What follows belongs to an exercise in optimizing a design on an open flow for a short achievable clock period and few clock cycles; a production flow would make more cautious choices. In this exercise RTL edits were held to simulation tests only and were not proved equivalent to the original.

[design/flow/config.mk]
export PLATFORM = sky130hd
export DESIGN_NAME = rast_top
export DESIGN_NICKNAME = rast_top
export VERILOG_FILES = /design/flow/design.v
export SDC_FILE = /design/flow/constraint.sdc
export NUM_CORES = 4
export LEC_CHECK = 0
export CAP_MARGIN = 20
export CORE_MARGIN = 2
export CORE_UTILIZATION = 45
export SLEW_MARGIN = 20
[design/flow/constraint.sdc]
create_clock -name core_clock -period 9.0 [get_ports {clk}]
set_input_delay 1.8000 -clock core_clock [delete_from_list [all_inputs] [get_ports {clk}]]
set_output_delay 1.8000 -clock core_clock [all_outputs]
set_load 0.01 [all_outputs]
[design/flow/design.v]
package rast_pkg;
    localparam int SIGFIG = 16;
    localparam int RADIX  = 4;
    localparam int COLOR_BITS = 8;
    localparam int NUM_COLORS = 3;    
    localparam int TILE = 8;
    typedef logic signed [SIGFIG-1:0] coord_t;
    typedef logic [COLOR_BITS-1:0] color_t;
    typedef logic signed [2*SIGFIG-1:0] edge_t;
    typedef logic signed [23:0] estep_t;
    typedef logic [12:0] span_t;
    typedef logic [1:0] sub_code_t;
endpackage
`timescale 1ns/10ps
module bbox_setup #(
    parameter int COLORS = rast_pkg::NUM_COLORS
) (
    input  logic                         clk,
    input  logic                         arst_n,
    input  logic                         tri_valid,
    input  logic [3*rast_pkg::SIGFIG-1:0]      tri_x,
    input  logic [3*rast_pkg::SIGFIG-1:0]      tri_y,
    input  logic [COLORS*rast_pkg::COLOR_BITS-1:0] tri_color,
    input  rast_pkg::coord_t             screen_w,
    input  rast_pkg::coord_t             screen_h,
    input  rast_pkg::sub_code_t          sub_sample,
    input  logic                         q_pop,
    output logic                         halt,
    output logic                         q_valid,
    output rast_pkg::coord_t             q_xmin,
    output rast_pkg::coord_t             q_ymin,
    output rast_pkg::span_t              q_nx,
    output rast_pkg::span_t              q_ny,
    output logic [3*32-1:0]              q_e,        
    output logic [3*24-1:0]              q_a,        
    output logic [3*24-1:0]              q_b,        
    output logic [COLORS*rast_pkg::COLOR_BITS-1:0] q_color
);
    localparam int CB = COLORS*rast_pkg::COLOR_BITS;
    logic [2:0]             cf_sh;         
    rast_pkg::coord_t       cf_m;          
    rast_pkg::coord_t       cf_sw, cf_sh_y;   
    always_ff @(posedge clk) begin
        cf_sh   <= 3'(rast_pkg::RADIX) - {1'b0, sub_sample};
        cf_m    <= ~(rast_pkg::coord_t'(1 << (rast_pkg::RADIX - sub_sample)) - rast_pkg::coord_t'(1));
        cf_sw   <= screen_w & ~(rast_pkg::coord_t'(1 << (rast_pkg::RADIX - sub_sample)) - rast_pkg::coord_t'(1));
        cf_sh_y <= screen_h & ~(rast_pkg::coord_t'(1 << (rast_pkg::RADIX - sub_sample)) - rast_pkg::coord_t'(1));
    end
    logic  halt_q, take;
    logic  s0_v, s1_v, s2_v, s3_v, s4_v, s5_v, s6_v;
    logic  s1_out, s5_apos;
    logic  ld0, ld1, ld2, ld3, ld4, ld5, ld6;    
    assign ld6  = !s6_v || q_pop;
    assign ld5  = !s5_v || ld6;
    assign ld4  = !s4_v || ld5;
    assign ld3  = !s3_v || ld4;
    assign ld2  = !s2_v || ld3;
    assign ld1  = !s1_v || ld2;
    assign ld0  = !s0_v || ld1;
    assign halt = halt_q;
    assign take = tri_valid && !halt_q;          
    logic  s0_vn, s1_vn, s2_vn, s3_vn, s4_vn, s5_vn, s6_vn;
    assign s0_vn = ld0 ? take : s0_v;
    assign s1_vn = ld1 ? s0_v : s1_v;
    assign s2_vn = ld2 ? (s1_v && !s1_out) : s2_v;
    assign s3_vn = ld3 ? s2_v : s3_v;
    assign s4_vn = ld4 ? s3_v : s4_v;
    assign s5_vn = ld5 ? s4_v : s5_v;
    assign s6_vn = ld6 ? (s5_v && s5_apos) : s6_v;
    always_ff @(posedge clk or negedge arst_n) begin
        if (!arst_n) begin
            s0_v   <= 1'b0;
            s1_v   <= 1'b0;
            s2_v   <= 1'b0;
            s3_v   <= 1'b0;
            s4_v   <= 1'b0;
            s5_v   <= 1'b0;
            s6_v   <= 1'b0;
            halt_q <= 1'b0;
        end else begin
            s0_v   <= s0_vn;
            s1_v   <= s1_vn;
            s2_v   <= s2_vn;
            s3_v   <= s3_vn;
            s4_v   <= s4_vn;
            s5_v   <= s5_vn;
            s6_v   <= s6_vn;
            halt_q <= s0_vn && s1_vn && s2_vn && s3_vn && s4_vn && s5_vn && s6_vn;
        end
    end
    rast_pkg::coord_t x0, x1, x2, y0, y1, y2;
    assign x0 = tri_x[15:0];  assign x1 = tri_x[31:16];  assign x2 = tri_x[47:32];
    assign y0 = tri_y[15:0];  assign y1 = tri_y[31:16];  assign y2 = tri_y[47:32];
    function automatic logic outside(input rast_pkg::coord_t a, input rast_pkg::coord_t b,
                                     input rast_pkg::coord_t c, input rast_pkg::coord_t m,
                                     input rast_pkg::coord_t edge_s);
        outside = (a[15] && b[15] && c[15]) || edge_s[15] ||
                  (((a & m) > edge_s) && ((b & m) > edge_s) && ((c & m) > edge_s));
    endfunction
    logic [47:0]   s0_x, s0_y;
    logic [CB-1:0] s0_c;
    logic [5:0]    s0_cx, s0_cy;                
    logic          s0_out;
    always_ff @(posedge clk) begin
        if (ld0) begin
            s0_x   <= tri_x;
            s0_y   <= tri_y;
            s0_c   <= tri_color;
            s0_cx  <= {x2 < x1, x1 < x2, x2 < x0, x0 < x2, x1 < x0, x0 < x1};
            s0_cy  <= {y2 < y1, y1 < y2, y2 < y0, y0 < y2, y1 < y0, y0 < y1};
            s0_out <= outside(x0, x1, x2, cf_m, cf_sw) || outside(y0, y1, y2, cf_m, cf_sh_y);
        end
    end
    rast_pkg::coord_t u0, u1, u2, v0, v1, v2;
    assign u0 = s0_x[15:0];  assign u1 = s0_x[31:16];  assign u2 = s0_x[47:32];
    assign v0 = s0_y[15:0];  assign v1 = s0_y[31:16];  assign v2 = s0_y[47:32];
    function automatic rast_pkg::coord_t pick_min(input rast_pkg::coord_t a, input rast_pkg::coord_t b,
                                                  input rast_pkg::coord_t d, input logic [5:0] c);
        if (!c[1] && !c[3])      pick_min = a;     
        else if (!c[5])          pick_min = b;     
        else                     pick_min = d;
    endfunction
    function automatic rast_pkg::coord_t pick_max(input rast_pkg::coord_t a, input rast_pkg::coord_t b,
                                                  input rast_pkg::coord_t d, input logic [5:0] c);
        if (!c[0] && !c[2])      pick_max = a;     
        else if (!c[4])          pick_max = b;     
        else                     pick_max = d;
    endfunction
    rast_pkg::coord_t s1_xlo, s1_xhi, s1_ylo, s1_yhi;
    rast_pkg::coord_t s1_a0, s1_a1, s1_a2, s1_b0, s1_b1, s1_b2;
    logic [47:0] s1_x, s1_y;
    logic [CB-1:0] s1_c;
    always_ff @(posedge clk) begin
        if (ld1) begin
            s1_out <= s0_out;
            s1_xlo <= pick_min(u0, u1, u2, s0_cx);
            s1_xhi <= pick_max(u0, u1, u2, s0_cx);
            s1_ylo <= pick_min(v0, v1, v2, s0_cy);
            s1_yhi <= pick_max(v0, v1, v2, s0_cy);
            s1_a0  <= v0 - v1;
            s1_a1  <= v1 - v2;
            s1_a2  <= v2 - v0;
            s1_b0  <= u1 - u0;
            s1_b1  <= u2 - u1;
            s1_b2  <= u0 - u2;
            s1_x   <= s0_x;
            s1_y   <= s0_y;
            s1_c   <= s0_c;
        end
    end
    rast_pkg::coord_t xa, xb, ya, yb;
    assign xa = s1_xlo & cf_m;
    assign xb = s1_xhi & cf_m;
    assign ya = s1_ylo & cf_m;
    assign yb = s1_yhi & cf_m;
    function automatic rast_pkg::coord_t offs(input logic [15:0] v, input rast_pkg::coord_t lo);
        offs = lo[15] ? rast_pkg::coord_t'(v) : rast_pkg::coord_t'(v) - lo;
    endfunction
    function automatic logic [23:0] booth(input logic [15:0] a);
        logic [16:0] w;
        logic [2:0]  b;
        w = {a, 1'b0};
        for (int k = 0; k < 8; k++) begin
            b = w[2*k +: 3];
            booth[3*k + 2] = b[2];
            booth[3*k + 1] = b[1] ^ b[0];
            booth[3*k + 0] = (b[2] & !b[1] & !b[0]) | (!b[2] & b[1] & b[0]);
        end
    endfunction
    rast_pkg::coord_t s2_xmin, s2_xmax, s2_ymin, s2_ymax;
    rast_pkg::coord_t s2_dx0, s2_dx1, s2_dx2, s2_dy0, s2_dy1, s2_dy2;
    rast_pkg::coord_t s2_a0, s2_a1, s2_a2, s2_b0, s2_b1, s2_b2;
    logic [23:0]      s2_ea0, s2_ea1, s2_ea2, s2_eb0, s2_eb1, s2_eb2;
    logic [CB-1:0]    s2_c;
    always_ff @(posedge clk) begin
        if (ld2) begin
            s2_xmin <= xa[15] ? '0 : xa;
            s2_ymin <= ya[15] ? '0 : ya;
            s2_xmax <= (xb > cf_sw)   ? cf_sw   : xb;
            s2_ymax <= (yb > cf_sh_y) ? cf_sh_y : yb;
            s2_dx0  <= offs(s1_x[15:0],  xa);
            s2_dx1  <= offs(s1_x[31:16], xa);
            s2_dx2  <= offs(s1_x[47:32], xa);
            s2_dy0  <= offs(s1_y[15:0],  ya);
            s2_dy1  <= offs(s1_y[31:16], ya);
            s2_dy2  <= offs(s1_y[47:32], ya);
            s2_a0   <= s1_a0;  s2_a1 <= s1_a1;  s2_a2 <= s1_a2;
            s2_b0   <= s1_b0;  s2_b1 <= s1_b1;  s2_b2 <= s1_b2;
            s2_ea0  <= booth(s1_a0);
            s2_ea1  <= booth(s1_a1);
            s2_ea2  <= booth(s1_a2);
            s2_eb0  <= booth(s1_b0);
            s2_eb1  <= booth(s1_b1);
            s2_eb2  <= booth(s1_b2);
            s2_c    <= s1_c;
        end
    end
    logic [31:0] e0_s, e0_c, e1_s, e1_c, e2_s, e2_c, ar_s, ar_c;
    cross_cs #(.MINUS1(1'b0), .FLIP1(1'b1), .FLIP2(1'b1)) u_e0 (
        .clk, .en1(ld3), .en2(ld4), .x1(s2_dx0), .d1(s2_ea0), .x2(s2_dy0), .d2(s2_eb0), .s(e0_s), .c(e0_c)
    );
    cross_cs #(.MINUS1(1'b1), .FLIP1(1'b1), .FLIP2(1'b1)) u_e1 (
        .clk, .en1(ld3), .en2(ld4), .x1(s2_dx1), .d1(s2_ea1), .x2(s2_dy1), .d2(s2_eb1), .s(e1_s), .c(e1_c)
    );
    cross_cs #(.MINUS1(1'b0), .FLIP1(1'b1), .FLIP2(1'b1)) u_e2 (
        .clk, .en1(ld3), .en2(ld4), .x1(s2_dx2), .d1(s2_ea2), .x2(s2_dy2), .d2(s2_eb2), .s(e2_s), .c(e2_c)
    );
    cross_cs #(.MINUS1(1'b0), .FLIP1(1'b0), .FLIP2(1'b1)) u_area (
        .clk, .en1(ld3), .en2(ld4), .x1(s2_b0), .d1(s2_ea2), .x2(s2_b2), .d2(s2_ea0), .s(ar_s), .c(ar_c)
    );
    rast_pkg::coord_t dxm, dym;
    assign dxm = s2_xmax - s2_xmin;
    assign dym = s2_ymax - s2_ymin;
    rast_pkg::coord_t s3_xmin, s3_ymin, s3_dxm, s3_dym;
    rast_pkg::coord_t s3_a0, s3_a1, s3_a2, s3_b0, s3_b1, s3_b2;
    logic [CB-1:0]    s3_c;
    always_ff @(posedge clk) begin
        if (ld3) begin
            s3_dxm  <= dxm;
            s3_dym  <= dym;
            s3_xmin <= s2_xmin;
            s3_ymin <= s2_ymin;
            s3_a0   <= s2_a0;  s3_a1 <= s2_a1;  s3_a2 <= s2_a2;
            s3_b0   <= s2_b0;  s3_b1 <= s2_b1;  s3_b2 <= s2_b2;
            s3_c    <= s2_c;
        end
    end
    rast_pkg::coord_t s4_xmin, s4_ymin;
    rast_pkg::span_t  s4_nx, s4_ny;
    rast_pkg::coord_t s4_a0, s4_a1, s4_a2, s4_b0, s4_b1, s4_b2;
    logic [CB-1:0]    s4_c;
    always_ff @(posedge clk) begin
        if (ld4) begin
            s4_nx   <= rast_pkg::span_t'(s3_dxm >> cf_sh);
            s4_ny   <= rast_pkg::span_t'(s3_dym >> cf_sh);
            s4_xmin <= s3_xmin;
            s4_ymin <= s3_ymin;
            s4_a0   <= s3_a0;  s4_a1 <= s3_a1;  s4_a2 <= s3_a2;
            s4_b0   <= s3_b0;  s4_b1 <= s3_b1;  s4_b2 <= s3_b2;
            s4_c    <= s3_c;
        end
    end
    logic [31:0] ar_m1;
    assign ar_m1 = ar_s + ar_c + 32'hFFFF_FFFF;
    rast_pkg::coord_t s5_xmin, s5_ymin;
    rast_pkg::span_t  s5_nx, s5_ny;
    rast_pkg::coord_t s5_a0, s5_a1, s5_a2, s5_b0, s5_b1, s5_b2;
    logic [CB-1:0]    s5_c;
    logic [16:0]      s5_lo0, s5_lo1, s5_lo2;          
    logic [15:0]      s5_hs0, s5_hs1, s5_hs2, s5_hc0, s5_hc1, s5_hc2;
    always_ff @(posedge clk) begin
        if (ld5) begin
            s5_apos <= !ar_m1[31];
            s5_lo0  <= {1'b0, e0_s[15:0]} + {1'b0, e0_c[15:0]};
            s5_lo1  <= {1'b0, e1_s[15:0]} + {1'b0, e1_c[15:0]};
            s5_lo2  <= {1'b0, e2_s[15:0]} + {1'b0, e2_c[15:0]};
            s5_hs0  <= e0_s[31:16];  s5_hc0 <= e0_c[31:16];
            s5_hs1  <= e1_s[31:16];  s5_hc1 <= e1_c[31:16];
            s5_hs2  <= e2_s[31:16];  s5_hc2 <= e2_c[31:16];
            s5_nx   <= s4_nx;
            s5_ny   <= s4_ny;
            s5_xmin <= s4_xmin;
            s5_ymin <= s4_ymin;
            s5_a0   <= s4_a0;  s5_a1 <= s4_a1;  s5_a2 <= s4_a2;
            s5_b0   <= s4_b0;  s5_b1 <= s4_b1;  s5_b2 <= s4_b2;
            s5_c    <= s4_c;
        end
    end
    function automatic rast_pkg::estep_t shl(input rast_pkg::coord_t v, input logic [2:0] sh);
        rast_pkg::estep_t w;
        w = rast_pkg::estep_t'(v);
        case (sh)
            3'd1:    shl = w <<< 1;
            3'd2:    shl = w <<< 2;
            3'd3:    shl = w <<< 3;
            default: shl = w <<< 4;
        endcase
    endfunction
    rast_pkg::coord_t s6_xmin, s6_ymin;
    rast_pkg::span_t  s6_nx, s6_ny;
    logic [3*32-1:0]  s6_e;
    logic [3*24-1:0]  s6_a, s6_b;
    logic [CB-1:0]    s6_c;
    always_ff @(posedge clk) begin
        if (ld6) begin
            s6_e    <= {s5_hs2 + s5_hc2 + 16'(s5_lo2[16]), s5_lo2[15:0],
                        s5_hs1 + s5_hc1 + 16'(s5_lo1[16]), s5_lo1[15:0],
                        s5_hs0 + s5_hc0 + 16'(s5_lo0[16]), s5_lo0[15:0]};
            s6_a    <= {shl(s5_a2, cf_sh), shl(s5_a1, cf_sh), shl(s5_a0, cf_sh)};
            s6_b    <= {shl(s5_b2, cf_sh), shl(s5_b1, cf_sh), shl(s5_b0, cf_sh)};
            s6_xmin <= s5_xmin;
            s6_ymin <= s5_ymin;
            s6_nx   <= s5_nx;
            s6_ny   <= s5_ny;
            s6_c    <= s5_c;
        end
    end
    assign q_valid = s6_v;
    assign q_xmin  = s6_xmin;
    assign q_ymin  = s6_ymin;
    assign q_nx    = s6_nx;
    assign q_ny    = s6_ny;
    assign q_e     = s6_e;
    assign q_a     = s6_a;
    assign q_b     = s6_b;
    assign q_color = s6_c;
endmodule
`timescale 1ns/10ps
module sample_iterator #(
    parameter int COLORS = rast_pkg::NUM_COLORS
) (
    input  logic                         clk,
    input  logic                         arst_n,
    input  logic                         adv,
    input  rast_pkg::sub_code_t          sub_sample,
    input  logic                         q_valid,
    input  rast_pkg::coord_t             q_xmin,
    input  rast_pkg::coord_t             q_ymin,
    input  rast_pkg::span_t              q_nx,
    input  rast_pkg::span_t              q_ny,
    input  logic [3*32-1:0]              q_e,
    input  logic [3*24-1:0]              q_a,
    input  logic [3*24-1:0]              q_b,
    input  logic [COLORS*rast_pkg::COLOR_BITS-1:0] q_color,
    output logic                         q_pop,
    output logic                         t_valid,
    output logic [rast_pkg::TILE-1:0]    t_mask,
    output rast_pkg::coord_t             t_x,
    output rast_pkg::coord_t             t_xn,       
    output rast_pkg::coord_t             t_y,
    output logic [COLORS*rast_pkg::COLOR_BITS-1:0] t_color
);
    localparam int CB = COLORS*rast_pkg::COLOR_BITS;
    logic [2:0]       cf_sh;                  
    rast_pkg::coord_t step, tstep;
    always_ff @(posedge clk) begin
        cf_sh <= 3'(rast_pkg::RADIX) - {1'b0, sub_sample};
    end
    assign step  = rast_pkg::coord_t'(1) << cf_sh;
    assign tstep = rast_pkg::coord_t'(rast_pkg::TILE) << cf_sh;
    logic             w_act;
    logic [3*32-1:0]  e_row, e_cur;           
    logic [4*3*24-1:0] ak;                    
    logic [3*32-1:0]  bs;                     
    rast_pkg::coord_t x_cur, y_cur, x_min;
    logic [9:0]       cc, ntl;                
    logic             cc_last;
    logic [rast_pkg::TILE-1:0] lastmask;      
    logic [12:0]      rc;                     
    logic             rc_last;
    logic [CB-1:0]    col;
    logic done, need, load;
    assign done  = w_act && cc_last && rc_last;
    assign need  = !w_act || done;
    assign load  = adv && need && q_valid;
    assign q_pop = load;
    logic [rast_pkg::TILE-1:0] hit;
    edge_test u_test (.e(e_cur), .ak(ak), .hit(hit));
    always_ff @(posedge clk or negedge arst_n) begin
        if (!arst_n) begin
            w_act   <= 1'b0;
            t_valid <= 1'b0;
        end else begin
            t_valid <= adv && w_act;
            if (adv && need) w_act <= q_valid;
        end
    end
    logic [3*32-1:0]   q_b32;
    logic [4*3*24-1:0] q_ak;
    always_comb begin
        for (int i = 0; i < 3; i++) begin
            rast_pkg::estep_t a;
            a = q_a[i*24 +: 24];
            q_b32[i*32 +: 32] = rast_pkg::edge_t'(signed'(q_b[i*24 +: 24]));
            q_ak[(i*4 + 0)*24 +: 24] = a;
            q_ak[(i*4 + 1)*24 +: 24] = a + (a <<< 1);
            q_ak[(i*4 + 2)*24 +: 24] = a + (a <<< 2);
            q_ak[(i*4 + 3)*24 +: 24] = (a <<< 3) - a;
        end
    end
    logic [rast_pkg::TILE-1:0] q_lastmask;
    always_comb begin
        for (int k = 0; k < rast_pkg::TILE; k++)
            q_lastmask[k] = (3'(k) <= q_nx[2:0]);
    end
    rast_pkg::coord_t x_next;
    assign x_next = x_cur + tstep;
    logic [3*32-1:0] e_down, e_along;
    always_comb begin
        for (int i = 0; i < 3; i++) begin
            e_down[i*32 +: 32]  = e_row[i*32 +: 32] + bs[i*32 +: 32];
            e_along[i*32 +: 32] = e_cur[i*32 +: 32] + (rast_pkg::edge_t'(signed'(ak[(i*4)*24 +: 24])) <<< 3);
        end
    end
    always_ff @(posedge clk) begin
        t_mask  <= hit & (cc_last ? lastmask : {rast_pkg::TILE{1'b1}});
        t_x     <= x_cur;
        t_xn    <= x_next;
        t_y     <= y_cur;
        t_color <= col;
    end
    always_ff @(posedge clk) begin
        if (adv) begin
            if (load) begin
                e_row    <= q_e;
                e_cur    <= q_e;
                ak       <= q_ak;
                bs       <= q_b32;
                x_cur    <= q_xmin;
                x_min    <= q_xmin;
                y_cur    <= q_ymin;
                ntl      <= q_nx[12:3];
                cc       <= q_nx[12:3];
                cc_last  <= (q_nx[12:3] == '0);
                lastmask <= q_lastmask;
                rc       <= q_ny;
                rc_last  <= (q_ny == '0);
                col      <= q_color;
            end else if (w_act && !done) begin
                if (cc_last) begin
                    e_row   <= e_down;
                    e_cur   <= e_down;
                    x_cur   <= x_min;
                    y_cur   <= y_cur + step;
                    cc      <= ntl;
                    cc_last <= (ntl == '0);
                    rc      <= rc - 1'b1;
                    rc_last <= (rc == 13'd1);
                end else begin
                    e_cur   <= e_along;
                    x_cur   <= x_next;
                    cc      <= cc - 1'b1;
                    cc_last <= (cc == 10'd1);
                end
            end
        end
    end
endmodule
`timescale 1ns/10ps
module edge_test (
    input  logic [3*32-1:0]              e,        
    input  logic [4*3*24-1:0]            ak,       
    output logic [rast_pkg::TILE-1:0]    hit
);
    function automatic logic nonneg(input logic [31:0] ev, input logic [4*24-1:0] m, input int k);
        rast_pkg::edge_t s, a1, a3, a5, a7;
        a1 = rast_pkg::edge_t'(signed'(m[0*24 +: 24]));
        a3 = rast_pkg::edge_t'(signed'(m[1*24 +: 24]));
        a5 = rast_pkg::edge_t'(signed'(m[2*24 +: 24]));
        a7 = rast_pkg::edge_t'(signed'(m[3*24 +: 24]));
        case (k)
            1:       s = rast_pkg::edge_t'(ev) + a1;
            2:       s = rast_pkg::edge_t'(ev) + (a1 <<< 1);
            3:       s = rast_pkg::edge_t'(ev) + a3;
            4:       s = rast_pkg::edge_t'(ev) + (a1 <<< 2);
            5:       s = rast_pkg::edge_t'(ev) + a5;
            6:       s = rast_pkg::edge_t'(ev) + (a3 <<< 1);
            default: s = rast_pkg::edge_t'(ev) + a7;
        endcase
        nonneg = !s[31];
    endfunction
    logic [rast_pkg::TILE-1:0] in0, in1, in2;
    always_comb begin
        in0[0] = !e[0*32 + 31];
        in1[0] = !e[1*32 + 31];
        in2[0] = !e[2*32 + 31];
        for (int k = 1; k < rast_pkg::TILE; k++) begin
            in0[k] = nonneg(e[0*32 +: 32], ak[0*96 +: 96], k);
            in1[k] = nonneg(e[1*32 +: 32], ak[1*96 +: 96], k);
            in2[k] = nonneg(e[2*32 +: 32], ak[2*96 +: 96], k);
        end
    end
    assign hit = in0 & in1 & in2;
endmodule
module cross_cs #(
    parameter bit MINUS1 = 1'b0,      
    parameter bit FLIP1  = 1'b0,      
    parameter bit FLIP2  = 1'b0       
) (
    input  logic        clk,
    input  logic        en1,          
    input  logic        en2,          
    input  logic [15:0] x1,           
    input  logic [23:0] d1,           
    input  logic [15:0] x2,
    input  logic [23:0] d2,
    output logic [31:0] s,
    output logic [31:0] c
);
    function automatic logic [31:0] brow(input logic [15:0] x, input logic [2:0] d,
                                         input logic flip, input int k);
        logic neg;
        logic [16:0] m;
        logic [31:0] r;
        neg = d[2] ^ flip;
        m   = d[1] ? {x[15], x} : (d[0] ? {x, 1'b0} : 17'd0);
        r   = {{15{m[16]}}, m} ^ {32{neg}};
        brow = r << (2*k);
    endfunction
    function automatic logic [63:0] csa(input logic [31:0] p, input logic [31:0] q,
                                        input logic [31:0] r);
        csa = {((p & q) | (p & r) | (q & r)) << 1, p ^ q ^ r};
    endfunction
    logic [18:0][31:0] r;
    always_comb begin
        r = '0;
        for (int k = 0; k < 8; k++) begin
            r[k]       = brow(x1, d1[3*k +: 3], FLIP1, k);
            r[8 + k]   = brow(x2, d2[3*k +: 3], FLIP2, k);
            r[16][2*k] = d1[3*k + 2] ^ FLIP1;
            r[17][2*k] = d2[3*k + 2] ^ FLIP2;
        end
        r[18] = MINUS1 ? 32'hFFFF_FFFF : 32'd0;
    end
    logic [12:0][31:0] l1;
    logic [8:0][31:0]  l2;
    logic [5:0][31:0]  l3;
    always_comb begin
        for (int g = 0; g < 6; g++)
            {l1[2*g + 1], l1[2*g]} = csa(r[3*g], r[3*g + 1], r[3*g + 2]);
        l1[12] = r[18];
        for (int g = 0; g < 4; g++)
            {l2[2*g + 1], l2[2*g]} = csa(l1[3*g], l1[3*g + 1], l1[3*g + 2]);
        l2[8] = l1[12];
        for (int g = 0; g < 3; g++)
            {l3[2*g + 1], l3[2*g]} = csa(l2[3*g], l2[3*g + 1], l2[3*g + 2]);
    end
    logic [5:0][31:0] q;
    always_ff @(posedge clk) begin
        if (en1) q <= l3;
    end
    logic [3:0][31:0] m1;
    logic [2:0][31:0] m2;
    logic [1:0][31:0] m3;
    always_comb begin
        {m1[1], m1[0]} = csa(q[0], q[1], q[2]);
        {m1[3], m1[2]} = csa(q[3], q[4], q[5]);
        {m2[1], m2[0]} = csa(m1[0], m1[1], m1[2]);
        m2[2] = m1[3];
        {m3[1], m3[0]} = csa(m2[0], m2[1], m2[2]);
    end
    always_ff @(posedge clk) begin
        if (en2) begin
            s <= m3[0];
            c <= m3[1];
        end
    end
endmodule
`timescale 1ns/10ps
module rast_top (
    input  logic        clk,
    input  logic        arst_n,
    input  logic        tri_valid,
    input  logic [47:0] tri_x,
    input  logic [47:0] tri_y,
    input  logic [23:0] tri_color,
    input  logic [15:0] screen_w,
    input  logic [15:0] screen_h,
    input  logic [1:0]  sub_sample,
    output logic        halt,
    output logic        hit_valid,
    output logic [15:0] hit_x,
    output logic [15:0] hit_y,
    output logic [23:0] hit_color
);
    localparam int COLORS = rast_pkg::NUM_COLORS;
    localparam int CB     = COLORS*rast_pkg::COLOR_BITS;
    localparam int T      = rast_pkg::TILE;
    localparam int FD     = 8;                     
    localparam int FW     = T + 48 + CB;
    localparam int FP     = 3;                     
    logic   q_valid, q_pop;
    rast_pkg::coord_t q_xmin, q_ymin;
    rast_pkg::span_t  q_nx, q_ny;
    logic [3*32-1:0]  q_e;
    logic [3*24-1:0]  q_a, q_b;
    logic [CB-1:0]    q_color;
    logic   adv;
    logic   t_valid;
    logic [T-1:0] t_mask;
    rast_pkg::coord_t t_x, t_xn, t_y;
    logic [CB-1:0] t_color;
    bbox_setup #(.COLORS(COLORS)) u_bbox (
        .clk, .arst_n, .tri_valid, .tri_x, .tri_y, .tri_color,
        .screen_w(rast_pkg::coord_t'(screen_w)), .screen_h(rast_pkg::coord_t'(screen_h)),
        .sub_sample, .q_pop, .halt, .q_valid,
        .q_xmin, .q_ymin, .q_nx, .q_ny, .q_e, .q_a, .q_b, .q_color
    );
    sample_iterator #(.COLORS(COLORS)) u_iter (
        .clk, .arst_n, .adv, .sub_sample, .q_valid, .q_xmin, .q_ymin, .q_nx, .q_ny,
        .q_e, .q_a, .q_b, .q_color, .q_pop,
        .t_valid, .t_mask, .t_x, .t_xn, .t_y, .t_color
    );
    logic [2:0] cf_sh;
    always_ff @(posedge clk) begin
        cf_sh <= 3'(rast_pkg::RADIX) - {1'b0, sub_sample};
    end
    logic [FW-1:0] fmem [FD];
    logic [FP-1:0] wptr, rptr;
    logic [FP:0]   fcnt;
    logic          f_empty;
    logic [FW-1:0] f_head;
    assign f_empty = (fcnt == '0);
    assign f_head  = fmem[rptr];
    logic [T-1:0]     cur_mask;
    rast_pkg::coord_t cur_x, cur_xn, cur_y;
    logic [CB-1:0]    cur_c;
    logic [T-1:0] low, rest, t_low, t_rest;
    logic [2:0]   idx, t_idx;
    logic         next, idle, t_ok, f_pop, f_push;
    assign low    = cur_mask & (~cur_mask + 1'b1);
    assign rest   = cur_mask & ~low;
    assign t_low  = t_mask & (~t_mask + 1'b1);
    assign t_rest = t_mask & ~t_low;
    assign next = (rest == '0);                   
    assign idle = (cur_mask == '0);               
    assign t_ok = t_valid && (t_mask != '0);
    assign f_pop  = next && !f_empty;
    assign f_push = t_ok && !(next && f_empty);   
    function automatic rast_pkg::coord_t xsel(input rast_pkg::coord_t xt, input rast_pkg::coord_t xn,
                                              input logic [2:0] k, input logic [2:0] sh);
        logic [3:0] f;
        rast_pkg::coord_t r;
        case (sh)
            3'd1:    f = {1'b0, xt[3:1]} + {1'b0, k};
            3'd2:    f = {1'b0, xt[4:2]} + {1'b0, k};
            3'd3:    f = {1'b0, xt[5:3]} + {1'b0, k};
            default: f = {1'b0, xt[6:4]} + {1'b0, k};
        endcase
        r = f[3] ? xn : xt;
        case (sh)
            3'd1:    r[3:1] = f[2:0];
            3'd2:    r[4:2] = f[2:0];
            3'd3:    r[5:3] = f[2:0];
            default: r[6:4] = f[2:0];
        endcase
        xsel = r;
    endfunction
    always_comb begin
        idx   = '0;
        t_idx = '0;
        for (int k = 0; k < T; k++) begin
            if (low[k])   idx   = 3'(k);
            if (t_low[k]) t_idx = 3'(k);
        end
    end
    always_ff @(posedge clk) begin
        if (f_push) fmem[wptr] <= {t_mask, t_x, t_xn, t_y, t_color};
    end
    always_ff @(posedge clk or negedge arst_n) begin
        if (!arst_n) begin
            wptr     <= '0;
            rptr     <= '0;
            fcnt     <= '0;
            adv      <= 1'b1;
            cur_mask <= '0;
            hit_valid <= 1'b0;
        end else begin
            if (f_push) wptr <= wptr + 1'b1;
            if (f_pop)  rptr <= rptr + 1'b1;
            fcnt <= fcnt + (FP+1)'(f_push) - (FP+1)'(f_pop);
            adv  <= (fcnt + (FP+1)'(f_push) - (FP+1)'(f_pop)) <= (FP+1)'(FD - 2);
            if (next) begin
                if (!f_empty)  cur_mask <= f_head[FW-1 -: T];
                else if (t_ok) cur_mask <= idle ? t_rest : t_mask;
                else           cur_mask <= '0;
            end else begin
                cur_mask <= rest;
            end
            hit_valid <= !idle || t_ok;
        end
    end
    always_ff @(posedge clk) begin
        if (next) begin
            if (!f_empty) begin
                {cur_x, cur_xn, cur_y, cur_c} <= f_head[FW-T-1:0];
            end else begin
                cur_x  <= t_x;
                cur_xn <= t_xn;
                cur_y <= t_y;
                cur_c <= t_color;
            end
        end
        if (idle) begin
            hit_x     <= xsel(t_x, t_xn, t_idx, cf_sh);
            hit_y     <= t_y;
            hit_color <= t_color;
        end else begin
            hit_x     <= xsel(cur_x, cur_xn, idx, cf_sh);
            hit_y     <= cur_y;
            hit_color <= cur_c;
        end
    end
endmodule
[design/flow/flow/run.sh]
#!/bin/bash
# Standard layout, with timing repair aimed below the clock period: the
# repair steps keep working until the setup slack reaches the margin.
# Make's full output goes to standard.log; ORFS keeps each step's log under orfs/logs.
set -euo pipefail
bash standard.sh SETUP_SLACK_MARGIN=6 finish > standard.log 2>&1
[design/flow/standard.sh]
#!/bin/bash
# synth_recipe.tcl (not shown) runs the flow's synth.tcl, then flattens the netlist and writes it again
# the make line also repeats each setting of config.mk as NAME=value (left out here)
make -C /OpenROAD-flow-scripts/flow DESIGN_CONFIG=/design/flow/config.mk WORK_HOME=/design/flow/orfs CLKGATE_MAP_FILE= SYNTH_SCRIPT=/design/flow/synth_recipe.tcl "${@:-finish}"
==> flow_summary.ini <==
[outcome]
status = no timing/DRC/antenna violations

[layout]
fillCellCount = 42807
syn_to_final_growth_pct = 23.89
final_util = 0.5603
nets = 24535
instances_no_fill = 29023
final_layout_size_suffix_gt1_frac = 0.2450

[synthesis]
yosysSeqAreaShare = 0.5069
synth-edff-count = 3957
async_reset_ff_frac = 0.007196
ys.flop_type = edfxtp_1
yosys_warnings = 7
synth_seq_cells = 4169
synthCells = 19647
synth_cell_types = 87
syn_area_sq_mm = 0.2431
synth_area_per_cell_sq_um = 12.37

[grt]
antenna_found_initial = 82
track_usage = 0.2677
globalRouteOverflowTotal = 0
grt_start_max_net_pins = 145
grt_pass1_vias = 162134
grt_pass1_wl_microns = 1086000

[detailed_routing]
detail-route-antenna-nets = 0
vias = 166842
wl_per_cell_microns = 26.70
dr.pass1.iters = 7
drc = 0
via_per_inst = 5.749
drt_first_iter_violations = 18095
wl_microns = 775000

[timing]
setup_tns_ps = 0
finalHoldViolCount = 0
fmaxAchievable_mhz = 277.5
finClkSkew_ps = 112.6
slew_headroom = 0.1052
period_minus_slack_ps = 3603
setup_viol = 0
fin_crit_sh = 0.4004
slew_viol_final = 0
grt_setup_unrepaired = yes
worst_slew_pin_slew_ps = 1342

[floorplan]
dieArea_sq_mm = 0.5461
row_count = 269
die_h_microns = 739.0
initial_utilization = 0.4522
core_sq_mm = 0.5375
ios = 215
die_w_microns = 739.0

[clocking]
insertion_delay_ps = 1100
clkSlewWorstSetupHoldPaths_ps = 60
cts_buffers = 443
cts_tree = yes
cts-root-buf = clkbuf_16
cts_sinks = 4169
h-tree-depth = 5
clk_path_buf_depth = 4

[placement]
hpwl_microns = 489200
gp_congestion = 0.9265
dp_cells = 26396
numPortBuffers = 214

[hold_path]
hp-start = u_iter.col[5]
hold_depth = 0
min_path_type = reg2reg
min_to = u_iter.t_color[5]

[setup_path]
crit_required_ps = 9820
startpoint_type = flip-flop
endpoint_kind = flip-flop
rr_endpoint = u_bbox.u_e0.q[27]
critPathMaxFanout = 5
crit_type = reg2reg
worst_ep_arrival_time_ps = 4420
ff2ff_path_depth = 10
r2r-start = u_bbox.s2_a0[0]
rrSetupSlack_ps = 5400

[run]
drv_cap = 0
[worst max-delay path by stage]
stage	from	to	slack (ps)	depth (start not counted)
after floorplan	u_iter.cc_last	u_bbox.s3_a0[0]	-9880	6
after global placement	u_iter.rc_last	u_bbox.s0_y[40]	3160	10
after detailed placement	u_iter.cc_last	u_bbox.s0_y[24]	3080	10
after CTS	u_bbox.halt_q	halt	5440	1
after global routing	u_bbox.s2_a0[0]	u_bbox.u_e0.q[27]	5420	10
final	u_bbox.s2_a0[0]	u_bbox.u_e0.q[27]	5400	10
[synth_stat cells, types with 182 or more instances]
| master | count | area share |
|---|---|---|
| nor3_1 | 204 | 0.0042 |
| a21oi_1 | 765 | 0.016 |
| inv_1 | 1719 | 0.027 |
| a22oi_1 | 590 | 0.018 |
| nor2b_1 | 188 | 0.0048 |
| dfxtp_1 | 182 | 0.015 |
| nor2_1 | 839 | 0.013 |
| xor2_1 | 270 | 0.0097 |
| o21ai_0 | 1072 | 0.022 |
| ha_1 | 1728 | 0.089 |
| edfxtp_1 | 3957 | 0.49 |
| fa_1 | 1224 | 0.10 |
| a21o_1 | 314 | 0.0097 |
| mux2i_1 | 237 | 0.0098 |
| xnor2_1 | 1415 | 0.051 |
| clkbuf_1 | 768 | 0.012 |
| nand2_1 | 1764 | 0.027 |
[state kept, by name (all words and copies together), names as in the netlist, 32 cells and up]
signal / count
fmem: 616
u_iter.ak: 234
u_bbox.u_e1.q: 181
u_bbox.u_area.q: 169
u_bbox.u_e0.q: 169
u_bbox.u_e2.q: 169
u_bbox.s6_e: 93
u_iter.e_cur: 93
u_iter.e_row: 93
u_bbox.s6_a: 57
u_bbox.s6_b: 57
u_iter.bs: 57
u_bbox.s0_x: 48
u_bbox.s0_y: 48
u_bbox.s1_x: 48
u_bbox.s1_y: 48
u_bbox.u_area.s: 32
[per-stage QoR]
| stage | cell area (sq um) | hold WS [ps] | worst slack [ps] |
|---|---|---|---|
| floorplan | 243100 | 323.3 | -9881 |
| global placement | 253300 | 324.8 | 3159 |
| detailed placement | 253300 | 326.9 | 3076 |
| CTS | 290400 | 338.8 | 5445 |
| global route | 301100 | 342.3 | 5417 |
| finish | 301200 | 331.4 | 5397 |
[logic make-up (layout without fill, tap and decap cells)]
group,after synthesis,count (layout),share of synthesized area
flip-flops,4169,4169,0.5069
adder cells (fa/ha/maj),2954,2954,0.1898
AO/OA/AOI/OAI,3678,3680,0.09609
multiplexers,536,536,0.03104
AND/OR/NAND/NOR,3960,3971,0.07426
buffers and inverters,2664,4806,0.04115
XOR/XNOR,1685,1685,0.06071
other,1,41,0.00001543
[worst max-delay path, stage by stage (launching register included)]
cell and delay, ps:
edfxtp_1 450, buf_12 170, buf_12 140, buf_8 120, o21ai_4 310, xnor2_4 210, inv_2 80, fa_2 680
fa_2 600, fa_2 610, inv_2 30
[timing repair]
item,in CTS,in global routing
setup buffers,1208,412
pin swaps,1162,1154
cloned,96,48
endpoints found under the setup margin,4450,2513
hold buffers,0,0
resized for setup,2857,1588
[placed cells by master (no fill, tap or decap), drive strengths merged, types with 59 or more instances in the layout]
| master | count |
|---|---|
| edfxtp | 3957 |
| buf | 2001 |
| nand2 | 1769 |
| inv | 1763 |
| ha | 1728 |
| xnor2 | 1415 |
| fa | 1224 |
| o21ai | 1074 |
| nor2 | 841 |
| a21oi | 765 |
| clkbuf | 606 |
| a22oi | 590 |
| a21o | 314 |
| xor2 | 270 |
| mux2i | 237 |
| nor3 | 204 |
| clkinv | 192 |
| nor2b | 188 |
| dfxtp | 182 |
| nand3 | 177 |
| and2 | 171 |
| mux4 | 160 |
| nand2b | 142 |
| mux2 | 139 |
| o21a | 117 |
| a211oi | 104 |
| nand4 | 101 |
| a21boi | 96 |
| and3 | 90 |
| clkdlybuf4s50 | 83 |
| o31ai | 79 |
| o22ai | 77 |
| nand3b | 65 |
| or3 | 61 |
| a31oi | 59 |
[cell type report]
| cell class | count | area (sq um) | share of cell area |
|---|---|---|---|
| Clock buffer | 550 | 11910 | 0.03953 |
| Timing Repair Buffer | 2220 | 25450 | 0.08451 |
| Clock inverter | 274 | 2853 | 0.009473 |
| Timing Repair inverter | 2 | 17.52 | 0.00005817 |
| Tap cell | 7181 | 8985 | 0.02983 |
| Antenna cell | 37 | 92.59 | 0.0003074 |
| Sequential cell | 4169 | 123400 | 0.4096 |
| Multi-Input combinational cell | 12830 | 121500 | 0.4035 |
| Inverter | 1760 | 6978 | 0.02317 |
[per-layer routing]
| metal | track usage | share of wire | up-vias |
|---|---|---|---|
| li1 | - | - | 73620 |
| met1 | 0.3608 | 0.40 | 82615 |
| met2 | 0.4033 | 0.43 | 8261 |
| met3 | 0.06512 | 0.10 | 2296 |
| met4 | 0.1379 | 0.065 | 50 |
| met5 | 0.0008735 | 0.0011 | - |
Testbench counts, summed over its fixed seeds: cycles 14,962.

-- what the ideal ports hide --
The results above use ideal ports. As a check the final layout listed here was re-extracted and re-timed, cells and wires unchanged.
Step 1 (the two cells are an assumption about what drives the block):
set clk [get_ports {clk}]
set_driving_cell -lib_cell sky130_fd_sc_hd__clkbuf_16 $clk
set_driving_cell -lib_cell sky130_fd_sc_hd__buf_2 [delete_from_list [all_inputs] $clk]
Step 2 adds t to the input delays and takes it off the output delays; t is the mean of the earliest and latest rising clock arrival at the registers after step 1. Input paths then give back, and output paths get back, about the clock's delay inside the block.
a / b / c = ideal ports / drivers / drivers and shift; a / b = the first two.
t (ns): 1.147
slack for setup (ns): 5.397 / 5.397 / 4.832
clock arrival spread, ns: 0.129 / 0.129
cell pins on the clock port's net: 1
After both steps this run still meets setup and hold. The setup slack of this run moves by 0.000 ns with the drivers and by -0.565 ns with both steps.
